This design comes from an exercise in tuning for small area, a short achievable clock period and few clock cycles per item on the open sky130 flow, not from production work. No functional check of the RTL was part of this run.

$ cat design.v
package samplerz_pkg;
  typedef logic signed [31:0] mu_t;      
  typedef logic        [15:0] scale_t;   
  typedef logic        [15:0] frac_t;    
  typedef logic signed [15:0] z_t;       
  typedef logic signed [31:0] fix_t;     
  typedef logic        [71:0] rand72_t;  
  typedef logic        [7:0]  rand8_t;   
  typedef struct packed {
    rand72_t rand72;
    rand8_t  rand8;
    logic    b;        
  } lane_rand_t;
  typedef struct packed {
    logic accept;
    z_t   z;           
  } lane_result_t;
  typedef enum logic [1:0] {
    IDLE,
    WAIT_RAND,         
    RUN                
  } ctrl_state_t;
  localparam int CDT_LEN = 18;
  localparam int EXP_LEN = 16;
  function automatic rand72_t CDT_TABLE(input int i);
    case (i)
      0: CDT_TABLE = 72'd3024686241123004913666;
      1: CDT_TABLE = 72'd1564742784480091954050;
      2: CDT_TABLE = 72'd636254429462080897535;
      3: CDT_TABLE = 72'd199560484645026482916;
      4: CDT_TABLE = 72'd47667343854657281903;
      5: CDT_TABLE = 72'd8595902006365044063;
      6: CDT_TABLE = 72'd1163297957344668388;
      7: CDT_TABLE = 72'd117656387352093658;
      8: CDT_TABLE = 72'd8867391802663976;
      9: CDT_TABLE = 72'd496969357462633;
      10: CDT_TABLE = 72'd20680885154299;
      11: CDT_TABLE = 72'd638331848991;
      12: CDT_TABLE = 72'd14602316184;
      13: CDT_TABLE = 72'd247426747;
      14: CDT_TABLE = 72'd3104126;
      15: CDT_TABLE = 72'd28824;
      16: CDT_TABLE = 72'd198;
      17: CDT_TABLE = 72'd1;
      default: CDT_TABLE = '0;
    endcase
  endfunction
  function automatic rand8_t EXP_TABLE(input logic [3:0] i);
    case (i)
      4'd0: EXP_TABLE = 8'd255;
      4'd1: EXP_TABLE = 8'd199;
      4'd2: EXP_TABLE = 8'd155;
      4'd3: EXP_TABLE = 8'd121;
      4'd4: EXP_TABLE = 8'd94;
      4'd5: EXP_TABLE = 8'd73;
      4'd6: EXP_TABLE = 8'd57;
      4'd7: EXP_TABLE = 8'd44;
      4'd8: EXP_TABLE = 8'd35;
      4'd9: EXP_TABLE = 8'd27;
      4'd10: EXP_TABLE = 8'd21;
      4'd11: EXP_TABLE = 8'd16;
      4'd12: EXP_TABLE = 8'd13;
      4'd13: EXP_TABLE = 8'd10;
      4'd14: EXP_TABLE = 8'd8;
      4'd15: EXP_TABLE = 8'd6;
      default: EXP_TABLE = '0;
    endcase
  endfunction
  localparam scale_t INV_SIGMA_MAX_SQR_DIV_2 = 16'd9887;
  function automatic logic [21:0] PART2_TABLE(input logic [4:0] z0);
    case (z0)
      5'd0: PART2_TABLE = 22'd0;
      5'd1: PART2_TABLE = 22'd9887;
      5'd2: PART2_TABLE = 22'd39548;
      5'd3: PART2_TABLE = 22'd88983;
      5'd4: PART2_TABLE = 22'd158192;
      5'd5: PART2_TABLE = 22'd247175;
      5'd6: PART2_TABLE = 22'd355932;
      5'd7: PART2_TABLE = 22'd484463;
      5'd8: PART2_TABLE = 22'd632768;
      5'd9: PART2_TABLE = 22'd800847;
      5'd10: PART2_TABLE = 22'd988700;
      5'd11: PART2_TABLE = 22'd1196327;
      5'd12: PART2_TABLE = 22'd1423728;
      5'd13: PART2_TABLE = 22'd1670903;
      5'd14: PART2_TABLE = 22'd1937852;
      5'd15: PART2_TABLE = 22'd2224575;
      5'd16: PART2_TABLE = 22'd2531072;
      5'd17: PART2_TABLE = 22'd2857343;
      5'd18: PART2_TABLE = 22'd3203388;
      default: PART2_TABLE = 22'd0;
    endcase
  endfunction
  function automatic logic [8:0] ZSQ_TABLE(input logic [5:0] bz0);
    case (bz0)
      6'd0: ZSQ_TABLE = 9'd0;
      6'd1: ZSQ_TABLE = 9'd1;
      6'd2: ZSQ_TABLE = 9'd4;
      6'd3: ZSQ_TABLE = 9'd9;
      6'd4: ZSQ_TABLE = 9'd16;
      6'd5: ZSQ_TABLE = 9'd25;
      6'd6: ZSQ_TABLE = 9'd36;
      6'd7: ZSQ_TABLE = 9'd49;
      6'd8: ZSQ_TABLE = 9'd64;
      6'd9: ZSQ_TABLE = 9'd81;
      6'd10: ZSQ_TABLE = 9'd100;
      6'd11: ZSQ_TABLE = 9'd121;
      6'd12: ZSQ_TABLE = 9'd144;
      6'd13: ZSQ_TABLE = 9'd169;
      6'd14: ZSQ_TABLE = 9'd196;
      6'd15: ZSQ_TABLE = 9'd225;
      6'd16: ZSQ_TABLE = 9'd256;
      6'd17: ZSQ_TABLE = 9'd289;
      6'd18: ZSQ_TABLE = 9'd324;
      6'd32: ZSQ_TABLE = 9'd1;
      6'd33: ZSQ_TABLE = 9'd4;
      6'd34: ZSQ_TABLE = 9'd9;
      6'd35: ZSQ_TABLE = 9'd16;
      6'd36: ZSQ_TABLE = 9'd25;
      6'd37: ZSQ_TABLE = 9'd36;
      6'd38: ZSQ_TABLE = 9'd49;
      6'd39: ZSQ_TABLE = 9'd64;
      6'd40: ZSQ_TABLE = 9'd81;
      6'd41: ZSQ_TABLE = 9'd100;
      6'd42: ZSQ_TABLE = 9'd121;
      6'd43: ZSQ_TABLE = 9'd144;
      6'd44: ZSQ_TABLE = 9'd169;
      6'd45: ZSQ_TABLE = 9'd196;
      6'd46: ZSQ_TABLE = 9'd225;
      6'd47: ZSQ_TABLE = 9'd256;
      6'd48: ZSQ_TABLE = 9'd289;
      6'd49: ZSQ_TABLE = 9'd324;
      6'd50: ZSQ_TABLE = 9'd361;
      default: ZSQ_TABLE = 9'd0;
    endcase
  endfunction
  localparam int EXP_INDEX_SHIFT = 14;
endpackage
`timescale 1ns/1ns
module base_sampler (
  input  samplerz_pkg::rand72_t rand72_i,
  output logic [4:0]            z0_o       
);
  logic [samplerz_pkg::CDT_LEN-1:0] above;    
  logic [samplerz_pkg::CDT_LEN:0]   is_cnt;   
  always_comb begin
    for (int i = 0; i < samplerz_pkg::CDT_LEN; i++) begin
      above[i] = (rand72_i < samplerz_pkg::CDT_TABLE(i));
    end
  end
  always_comb begin
    is_cnt[0] = ~above[0];
    for (int j = 1; j < samplerz_pkg::CDT_LEN; j++) begin
      is_cnt[j] = above[j-1] & ~above[j];
    end
    is_cnt[samplerz_pkg::CDT_LEN] = above[samplerz_pkg::CDT_LEN-1];
  end
  always_comb begin
    z0_o = '0;
    for (int j = 1; j <= samplerz_pkg::CDT_LEN; j++) begin
      if (is_cnt[j]) z0_o = z0_o | 5'(j);
    end
  end
endmodule
`timescale 1ns/1ns
module ber_exp (
  input  samplerz_pkg::rand8_t rand8_i,
  output logic [4:0]           cnt_o
);
  logic [samplerz_pkg::EXP_LEN-1:0] above;    
  logic [samplerz_pkg::EXP_LEN:0]   is_cnt;
  always_comb begin
    for (int j = 0; j < samplerz_pkg::EXP_LEN; j++) begin
      above[j] = (rand8_i < samplerz_pkg::EXP_TABLE(4'(j)));
    end
  end
  always_comb begin
    is_cnt[0] = ~above[0];
    for (int j = 1; j < samplerz_pkg::EXP_LEN; j++) begin
      is_cnt[j] = above[j-1] & ~above[j];
    end
    is_cnt[samplerz_pkg::EXP_LEN] = above[samplerz_pkg::EXP_LEN-1];
  end
  always_comb begin
    cnt_o = '0;
    for (int j = 1; j <= samplerz_pkg::EXP_LEN; j++) begin
      if (is_cnt[j]) cnt_o = cnt_o | 5'(j);
    end
  end
endmodule
`timescale 1ns/1ns
module sampling_lane (
  input  logic [4:0]           z0_i,
  input  logic                 b_i,
  input  logic [4:0]           cnt_i,     
  input  samplerz_pkg::scale_t inv_s_i,
  input  logic [31:0]          sr_i,      
  input  logic [31:0]          sr2_i,     
  output logic                 accept_o,
  output logic [5:0]           nz_o       
);
  logic [8:0]  usq;      
  logic [5:0]  nz;       
  logic [10:0] usq_ext;
  logic [6:0]  nz_ext;
  logic [4:0]  a_neg, a_one, a_two;
  logic [2:0]  b_neg, b_one, b_two;
  assign usq     = samplerz_pkg::ZSQ_TABLE({b_i, z0_i});
  assign nz      = {b_i, z0_i ^ {5{b_i}}};
  assign usq_ext = {1'b0, usq, 1'b0};
  assign nz_ext  = {nz, 1'b0};
  always_comb begin
    for (int i = 0; i < 5; i++) begin
      a_neg[i] = usq_ext[2*i+2];
      a_one[i] = usq_ext[2*i+1] ^ usq_ext[2*i];
      a_two[i] = (usq_ext[2*i+2] & ~usq_ext[2*i+1] & ~usq_ext[2*i])
               | (~usq_ext[2*i+2] & usq_ext[2*i+1] & usq_ext[2*i]);
    end
    for (int j = 0; j < 3; j++) begin
      b_neg[j] = nz_ext[2*j+2];
      b_one[j] = nz_ext[2*j+1] ^ nz_ext[2*j];
      b_two[j] = (nz_ext[2*j+2] & ~nz_ext[2*j+1] & ~nz_ext[2*j])
               | (~nz_ext[2*j+2] & nz_ext[2*j+1] & nz_ext[2*j]);
    end
  end
  localparam logic [42:0] ROW_K = 43'(
      - ((64'd1 << 33) + (64'd1 << 35) + (64'd1 << 37) + (64'd1 << 39) + (64'd1 << 41))
      - ((64'd1 << 34) + (64'd1 << 36) + (64'd1 << 38))
      + (64'd1 << 16) - (64'd1 << 38)
      + (64'd1 << 30) - (64'd1 << 34));
  logic [16:0] a_mag [5];    
  logic [33:0] b_mag [3];    
  logic [21:0] part2;
  logic [42:0] neg_row;      
  logic [13*43-1:0] rows;
  logic [42:0] sum_s, sum_c, sum;
  assign part2 = samplerz_pkg::PART2_TABLE(z0_i);
  always_comb begin
    for (int i = 0; i < 5; i++) begin
      a_mag[i] = a_one[i] ? {1'b0, inv_s_i} : a_two[i] ? {inv_s_i, 1'b0} : 17'd0;
    end
    for (int j = 0; j < 3; j++) begin
      b_mag[j] = b_one[j] ? {1'b0, sr_i, 1'b0} : b_two[j] ? {sr_i, 2'b00} : 34'd0;
    end
  end
  always_comb begin
    neg_row = '0;
    for (int i = 0; i < 5; i++) neg_row[16 + 2 * i] = a_neg[i];
    for (int j = 0; j < 3; j++) neg_row[2 * j] = b_neg[j];
  end
  always_comb begin
    rows[0*43 +: 43] = ROW_K;
    rows[1*43 +: 43] = {11'd0, sr2_i};
    rows[2*43 +: 43] = {5'd0, ~part2, 16'd0};
    rows[3*43 +: 43] = {9'd0, ~cnt_i[3:0], 30'd0};
    rows[4*43 +: 43] = neg_row;
    for (int i = 0; i < 5; i++) begin
      rows[(5+i)*43 +: 43] = 43'({~a_neg[i], a_mag[i] ^ {17{a_neg[i]}}}) << (16 + 2 * i);
    end
    for (int j = 0; j < 3; j++) begin
      rows[(10+j)*43 +: 43] = 43'({~b_neg[j], b_mag[j] ^ {34{b_neg[j]}}}) << (2 * j);
    end
  end
  csa_tree #(
    .N (13),
    .W (43)
  ) i_csa_tree (
    .rows_i  (rows),
    .sum_o   (sum_s),
    .carry_o (sum_c)
  );
  assign sum = sum_s + sum_c;
  assign accept_o = cnt_i[4] | ((cnt_i[3:0] != 4'd0) & sum[42]);
  assign nz_o     = nz;
endmodule
module csa_tree #(
  parameter int N = 3,
  parameter int W = 8
) (
  input  logic [N*W-1:0] rows_i,
  output logic [W-1:0]   sum_o,
  output logic [W-1:0]   carry_o
);
  if (N == 1) begin : g_one
    assign sum_o   = rows_i;
    assign carry_o = '0;
  end else if (N == 2) begin : g_two
    assign sum_o   = rows_i[W-1:0];
    assign carry_o = rows_i[2*W-1:W];
  end else begin : g_level
    localparam int G = N / 3;           
    localparam int R = N - 3 * G;       
    localparam int M = 2 * G + R;       
    logic [M*W-1:0] next;
    for (genvar g = 0; g < G; g++) begin : g_fa
      logic [W-1:0] a, b, c, maj;
      assign a   = rows_i[(3*g)*W   +: W];
      assign b   = rows_i[(3*g+1)*W +: W];
      assign c   = rows_i[(3*g+2)*W +: W];
      assign maj = (a & b) | (a & c) | (b & c);
      assign next[(2*g)*W   +: W] = a ^ b ^ c;
      assign next[(2*g+1)*W +: W] = {maj[W-2:0], 1'b0};
    end
    if (R > 0) begin : g_pass
      assign next[2*G*W +: R*W] = rows_i[3*G*W +: R*W];
    end
    csa_tree #(
      .N (M),
      .W (W)
    ) i_csa_tree (
      .rows_i  (next),
      .sum_o   (sum_o),
      .carry_o (carry_o)
    );
  end
endmodule
`timescale 1ns/1ns
module lane_select (
  input  logic [5:0]       nz_i,
  input  samplerz_pkg::z_t floor_mu_i,
  output samplerz_pkg::z_t w_o
);
  assign w_o = floor_mu_i - 16'($signed(nz_i));
endmodule
`timescale 1ns/1ns
module samplerz_ctrl (
  input  logic             clk,
  input  logic             rst_i,
  input  logic             din_val_i,
  input  logic             rand_val_i,
  input  logic             accept_i,    
  input  samplerz_pkg::z_t w_i,         
  output logic             ready_o,
  output logic             request_rand_o,
  output logic             dout_val_o,
  output samplerz_pkg::z_t w_o,
  output logic             din_acc_o,
  output logic             deliv_o,     
  output logic             pre1_o,
  output logic             pre2_o,
  output logic             lane1_o      
);
  logic busy_q;    
  logic open_q;    
  logic pend_q;    
  logic lane1_q;   
  logic pre1_q, pre2_q;
  logic lane0;     
  logic done;      
  logic retry;     
  assign ready_o   = ~busy_q;
  assign din_acc_o = din_val_i & ~busy_q;
  assign deliv_o   = rand_val_i & open_q;
  assign lane0     = pend_q & ~pre1_q & ~pre2_q;
  assign done      = (lane0 | lane1_q) & accept_i;
  assign retry     = lane1_q & ~accept_i;
  assign pre1_o    = pre1_q;
  assign pre2_o    = pre2_q;
  assign lane1_o   = lane1_q;
  always_ff @(posedge clk) begin
    if (rst_i) begin
      busy_q         <= 1'b0;
      open_q         <= 1'b0;
      pend_q         <= 1'b0;
      lane1_q        <= 1'b0;
      pre1_q         <= 1'b0;
      pre2_q         <= 1'b0;
      request_rand_o <= 1'b0;
      dout_val_o     <= 1'b0;
    end else begin
      pre1_q         <= din_acc_o;
      pre2_q         <= pre1_q;
      lane1_q        <= lane0 & ~accept_i;
      request_rand_o <= din_acc_o | retry;
      dout_val_o     <= done;
      if (din_acc_o | retry) begin
        open_q <= 1'b1;
      end else if (deliv_o) begin
        open_q <= 1'b0;
      end
      if (deliv_o) begin
        pend_q <= 1'b1;
      end else if (lane0) begin
        pend_q <= 1'b0;
      end
      if (din_acc_o) begin
        busy_q <= 1'b1;
      end else if (dout_val_o) begin
        busy_q <= 1'b0;
      end
    end
  end
  always_ff @(posedge clk) begin
    w_o <= w_i;
  end
endmodule
`timescale 1ns/1ns
module samplerz_top (
  input  logic          clk,
  input  logic          rst_i,
  input  logic          din_val_i,
  input  logic [31:0]   mu_i,         
  input  logic [15:0]   inv_sigma_sqr_div_2_i,
  input  logic          rand_val_i,
  input  logic [161:0]  rand_i,       
  output logic          ready_o,
  output logic          request_rand_o,
  output logic          dout_val_o,
  output logic [15:0]   w_o
);
  logic din_acc, deliv, pre1, pre2, lane1;
  samplerz_pkg::frac_t  r_q;
  samplerz_pkg::scale_t inv_s_q;
  samplerz_pkg::z_t     floor_mu_q;
  always_ff @(posedge clk) begin
    if (din_acc) begin
      floor_mu_q <= mu_i[31:16];
      r_q        <= mu_i[15:0];
      inv_s_q    <= inv_sigma_sqr_div_2_i;
    end
  end
  logic [15:0] r2;
  logic [15:0] r2_q;
  logic [31:0] prod;
  logic [31:0] sr_q, sr2_q;
  samplerz_sqr i_samplerz_sqr (
    .r_i  (r_q),
    .r2_o (r2)
  );
  always_ff @(posedge clk) begin
    r2_q <= r2;
  end
  samplerz_mul i_samplerz_mul (
    .s_i (inv_s_q),
    .m_i (pre1 ? r_q : r2_q),
    .p_o (prod)
  );
  always_ff @(posedge clk) begin
    if (pre1) sr_q  <= prod;
    if (pre2) sr2_q <= prod;
  end
  logic [4:0] z0_c [2];
  logic [4:0] cnt_c [2];
  for (genvar g = 0; g < 2; g++) begin : g_lane
    base_sampler i_base_sampler (
      .rand72_i (rand_i[g*81+9 +: 72]),
      .z0_o     (z0_c[g])
    );
    ber_exp i_ber_exp (
      .rand8_i (rand_i[g*81+1 +: 8]),
      .cnt_o   (cnt_c[g])
    );
  end
  logic [4:0] z0_0_q, z0_1_q;
  logic [4:0] cnt_0_q, cnt_1_q;
  logic       b_0_q, b_1_q;
  always_ff @(posedge clk) begin
    if (deliv) begin
      z0_0_q  <= z0_c[0];
      cnt_0_q <= cnt_c[0];
      b_0_q   <= rand_i[0];
      z0_1_q  <= z0_c[1];
      cnt_1_q <= cnt_c[1];
      b_1_q   <= rand_i[81];
    end
  end
  logic             accept;
  logic [5:0]       nz;
  samplerz_pkg::z_t w;
  sampling_lane i_sampling_lane (
    .z0_i     (lane1 ? z0_1_q  : z0_0_q),
    .b_i      (lane1 ? b_1_q   : b_0_q),
    .cnt_i    (lane1 ? cnt_1_q : cnt_0_q),
    .inv_s_i  (inv_s_q),
    .sr_i     (sr_q),
    .sr2_i    (sr2_q),
    .accept_o (accept),
    .nz_o     (nz)
  );
  lane_select i_lane_select (
    .nz_i       (nz),
    .floor_mu_i (floor_mu_q),
    .w_o        (w)
  );
  samplerz_ctrl i_samplerz_ctrl (
    .clk            (clk),
    .rst_i          (rst_i),
    .din_val_i      (din_val_i),
    .rand_val_i     (rand_val_i),
    .accept_i       (accept),
    .w_i            (w),
    .ready_o        (ready_o),
    .request_rand_o (request_rand_o),
    .dout_val_o     (dout_val_o),
    .w_o            (w_o),
    .din_acc_o      (din_acc),
    .deliv_o        (deliv),
    .pre1_o         (pre1),
    .pre2_o         (pre2),
    .lane1_o        (lane1)
  );
endmodule
module samplerz_sqr (
  input  logic [15:0] r_i,
  output logic [15:0] r2_o
);
  logic [16*32-1:0] rows;
  logic [31:0]      sum_s, sum_c, sq;
  always_comb begin
    for (int i = 0; i < 16; i++) begin
      rows[i*32 +: 32] = r_i[i] ? ((32'd1 << (2 * i)) | (32'(r_i >> (i + 1)) << (2 * i + 2))) : 32'd0;
    end
  end
  csa_tree #(
    .N (16),
    .W (32)
  ) i_csa_tree (
    .rows_i  (rows),
    .sum_o   (sum_s),
    .carry_o (sum_c)
  );
  assign sq   = sum_s + sum_c;
  assign r2_o = sq[31:16];
endmodule
module samplerz_mul (
  input  samplerz_pkg::scale_t s_i,
  input  logic [15:0]          m_i,
  output logic [31:0]          p_o
);
  logic [16*32-1:0] rows;
  logic [31:0]      sum_s, sum_c;
  always_comb begin
    for (int i = 0; i < 16; i++) begin
      rows[i*32 +: 32] = s_i[i] ? (32'(m_i) << i) : 32'd0;
    end
  end
  csa_tree #(
    .N (16),
    .W (32)
  ) i_csa_tree (
    .rows_i  (rows),
    .sum_o   (sum_s),
    .carry_o (sum_c)
  );
  assign p_o = sum_s + sum_c;
endmodule
$ cat run.sh
#!/bin/bash
# synth_recipe.tcl (not shown) runs the flow's synth.tcl, then flattens the netlist and writes it again
# the make line also repeats each setting of config.mk as NAME=value (left out here)
make -C /OpenROAD-flow-scripts/flow DESIGN_CONFIG=/design/flow/config.mk WORK_HOME=/design/flow/orfs CLKGATE_MAP_FILE= SYNTH_SCRIPT=/design/flow/synth_recipe.tcl finish
$ cat config.mk
export PLATFORM = sky130hd
export DESIGN_NAME = samplerz_top
export DESIGN_NICKNAME = samplerz_top
export VERILOG_FILES = /design/flow/design.v
export SDC_FILE = /design/flow/constraint.sdc
export NUM_CORES = 4
export LEC_CHECK = 0
export CAP_MARGIN = 20
export CORE_MARGIN = 2
export CORE_UTILIZATION = 40
export SLEW_MARGIN = 20
$ cat constraint.sdc
create_clock -name core_clock -period 14.0 [get_ports {clk}]
set_input_delay 2.8000 -clock core_clock [delete_from_list [all_inputs] [get_ports {clk}]]
set_output_delay 2.8000 -clock core_clock [all_outputs]
set_load 0.01 [all_outputs]
==> run summary <==
## sequential cells by signal, indices dropped and copies added, names as in the netlist, 5 cells and up
signal               cells
sr2_q                   32
sr_q                    32
floor_mu_q              16
i_samplerz_ctrl.w_o     16
inv_s_q                 16
r2_q                    16
r_q                     16
cnt_0_q                  5
cnt_1_q                  5
z0_0_q                   5
z0_1_q                   5
## how the worst max path moves through the flow
stage | end | cells past startpoint
after floorplan | i_samplerz_ctrl.request_rand_o$_SDFF_PP0_ | 28
after global placement | i_samplerz_ctrl.open_q$_SDFFE_PP0P_ | 28
after detailed placement | i_samplerz_ctrl.open_q$_SDFFE_PP0P_ | 27
after CTS | i_samplerz_ctrl.open_q$_SDFFE_PP0P_ | 27
after global routing | i_samplerz_ctrl.open_q$_SDFFE_PP0P_ | 28
final | i_samplerz_ctrl.open_q$_SDFFE_PP0P_ | 28
## cell families (layout without fill, tap and decap cells)
logic type | after synthesis | count (layout) | synth area share
muxes | 83 | 83 | 0.02326
AOI/OAI and AO/OA | 833 | 833 | 0.1516
DFF | 174 | 174 | 0.1315
other | 0 | 1 | 0
adders and majority gates | 820 | 820 | 0.3735
xor gates and xnor gates | 131 | 131 | 0.03127
and+or+nand+nor | 1356 | 1356 | 0.1983
buffers and inverters | 873 | 909 | 0.09054
## layout by cell type, fill, tap and decap left out, types with 18 or more instances in the layout
master,count
a211oi_1,23
a21o_1,44
a21oi_1,166
a22o_1,50
a22oi_1,100
a31oi_1,32
and2_1,249
and3_1,29
buf_4,46
clkbuf_16,18
clkdlybuf4s50_1,232
dfxtp_1,39
edfxtp_1,134
fa_1,459
ha_1,360
inv_1,595
mux2i_1,62
nand2_1,313
nand2b_1,43
nand3_1,72
nand3b_1,18
nand4_1,52
nor2_1,196
nor2b_1,115
nor3_1,79
nor4_1,45
o211ai_1,27
o21ai_0,191
o31ai_1,22
or2_2,19
or3_1,21
or4_1,18
xnor2_1,115
## critical path: cells and delay by family, from the launching register on
kind	cells	cell delay [ps]
AND/OR/NAND/NOR	4	1570
multiplexers	1	740
AO/OA/AOI/OAI	12	2820
adder cells (fa/ha/maj)	7	3100
flip-flops	1	530
buffers and inverters	3	410
XOR/XNOR	1	190
## through the flow
| stage | instances | hold slack, ps | worst slack (ps) |
|---|---|---|---|
| after floorplan | 4270 | 424.1 | 6007 |
| after global placement | 5460 | 445.7 | 4761 |
| after detailed placement | 5460 | 448.0 | 4552 |
| after CTS | 5492 | 458.6 | 4558 |
| after global routing | 5492 | 494.1 | 3936 |
| final | 5493 | 457.4 | 4501 |
## routing by layer
layer | share of wire | vias to the layer above | routed length [um] | GRT usage
met4 | 0.023 | 14 | 2384 | 0.05700
met1 | 0.44 | 15290 | 46650 | 0.3066
met2 | 0.48 | 969 | 50680 | 0.3864
met3 | 0.056 | 141 | 5917 | 0.03150
li1 | - | 14573 | - | -
met5 | 0.00096 | - | 101 | 0
## cell type report
type / count / share of cell area
multi-input combinational: 3223 / 0.7078
sequential: 174 / 0.1192
timing repair buffer: 278 / 0.06587
inverter: 599 / 0.05552
tap: 1186 / 0.03664
clock buffer: 19 / 0.01122
clock inverter: 13 / 0.003708
antenna: 1 / 0.00006180
==> results.ini <==
[floorplanning]
num_rows = 111
die_y_um = 306.9
die_area_um2 = 94160
core_um2 = 91250
die_w_um = 306.9
start_util = 0.4021
ioPinCount = 233

[setup_path]
critPathMostFrequentCell = fa_1
setup.worst_path.start = i_samplerz_ctrl.lane1_q$_SDFF_PP0_
r2r_slack_ps = 4500
r2r-end = i_samplerz_ctrl.open_q$_SDFFE_PP0P_
critPathMaxStageDelay_ps = 900
crit_required_ps = 14340
crit-reg2reg-launch = i_samplerz_ctrl.lane1_q$_SDFF_PP0_
crit_arrival_ps = 9840
end_kind = flip-flop
reg2reg_depth = 28
crit_path_start_kind = flip-flop
slowest_stage = nor3_2
cp_max_fo = 16
worstSetupPathType = reg2reg

[synthesis]
synth.area.top_cells = fa_1, ha_1, edfxtp_1, inv_1, and2_1
synthDistinctLibCells = 90
syn_inst = 4270
yosysSeqAreaShare = 0.1315
synth_top_area_frac = 0.2505
ys_ff_latch = 174
ys_async_sr_fraction = 0
synth_most_common_cell = inv_1
synth_ff_type = edfxtp_1
synth_common_cells = inv_1, fa_1, ha_1
syn_nets = 5303
syn-cell-area_um2 = 36690
synth-edff-count = 134
yosysWarnings = 11
avgSynthCellArea_um2 = 8.592
yosys.area.top_type = fa_1

[global_route]
grt_pass1_vias = 31412
gr-usage-all-layers = 0.2280
antenna_found_initial = 8
grt_overflow = 0
grt_max_degree = 50
grt_pass1_wl_mm = 172.5

[timing]
slew_viol_final = 0
fmax_mhz = 105.3
clock_skew_ps = 20.34
rsz0062_at_grt = no
setup_viol = 0
hold_violations = 0
min_period_ps = 9499
relSlewSlack = 0.2710
finalCritPeriodShare = 0.6785
tns_ps = 0
worst_pin_slew_ps = 1088

[hold_path]
hold_depth = 2
min_path_type = reg2reg
min_from = i_samplerz_ctrl.pend_q$_SDFFE_PP0P_
worstHoldEndpoint = i_samplerz_ctrl.lane1_q$_SDFF_PP0_

[detailed_routing]
ant_nets = 0
wire_per_inst_um = 19.25
num_vias = 30987
drt_iter0_drc = 2677
drc = 0
viasPerCell = 5.641
firstDrtPassIters = 8
wl_mm = 105.7

[cts]
cts_setup_buffers = 0
clock_sinks = 174
cts_max_level = 4
clkLatencyLatePin_ps = 490
cts_tree = done
clk_pin_slew_ps = 70
clock_path_buffers = 2
cts_resized = 0
cts_root_buf = clkbuf_16
cts_hold_buf = 0
numCtsBuffers = 17

[finish]
nFillCells = 8920
ff_latch_area_um2 = 4826
fin_area_um2 = 40500
fin_util = 0.4438
multi_input_area_um2 = 28660
nets = 5326
syn_to_final_growth_pct = 10.37
layout-drive-gt1-share = 0.03553

[placement]
place_congestion = 0.9347
port_buffers = 232
dp_hpwl_mm = 81.45
placed_area_um2 = 39890

[outcome]
status = complete, no violations

[flow_run]
cap_violations = 0

-- what the ideal ports hide --
The results above use ideal ports. As a check the final layout listed here was re-extracted and re-timed, cells and wires unchanged. Step 1 assumes that a clkbuf_16 drives the clock port and a buf_2 every other input. Step 2 moves the port delays by t, midway between the first and last clock arrival at a register: inputs arrive t later, outputs are due t later. That takes back most of the time a late clock gives input paths. Three values: no drivers, after step 1, after step 2; two values: the first two.
shift t [ns]: 0.534
setup WS [ns]: 4.501 / 4.501 / 4.501
worst hold slack (ns): 0.457 / 0.457 / 0.457
slew at the worst register clock pin (ns): 0.08 / 0.08
cell pins on the clock port's net: 1
After both steps setup and hold are still met in this run. For this run, drivers alone change the setup slack by 0.000 ns; drivers and shift together by 0.000 ns.
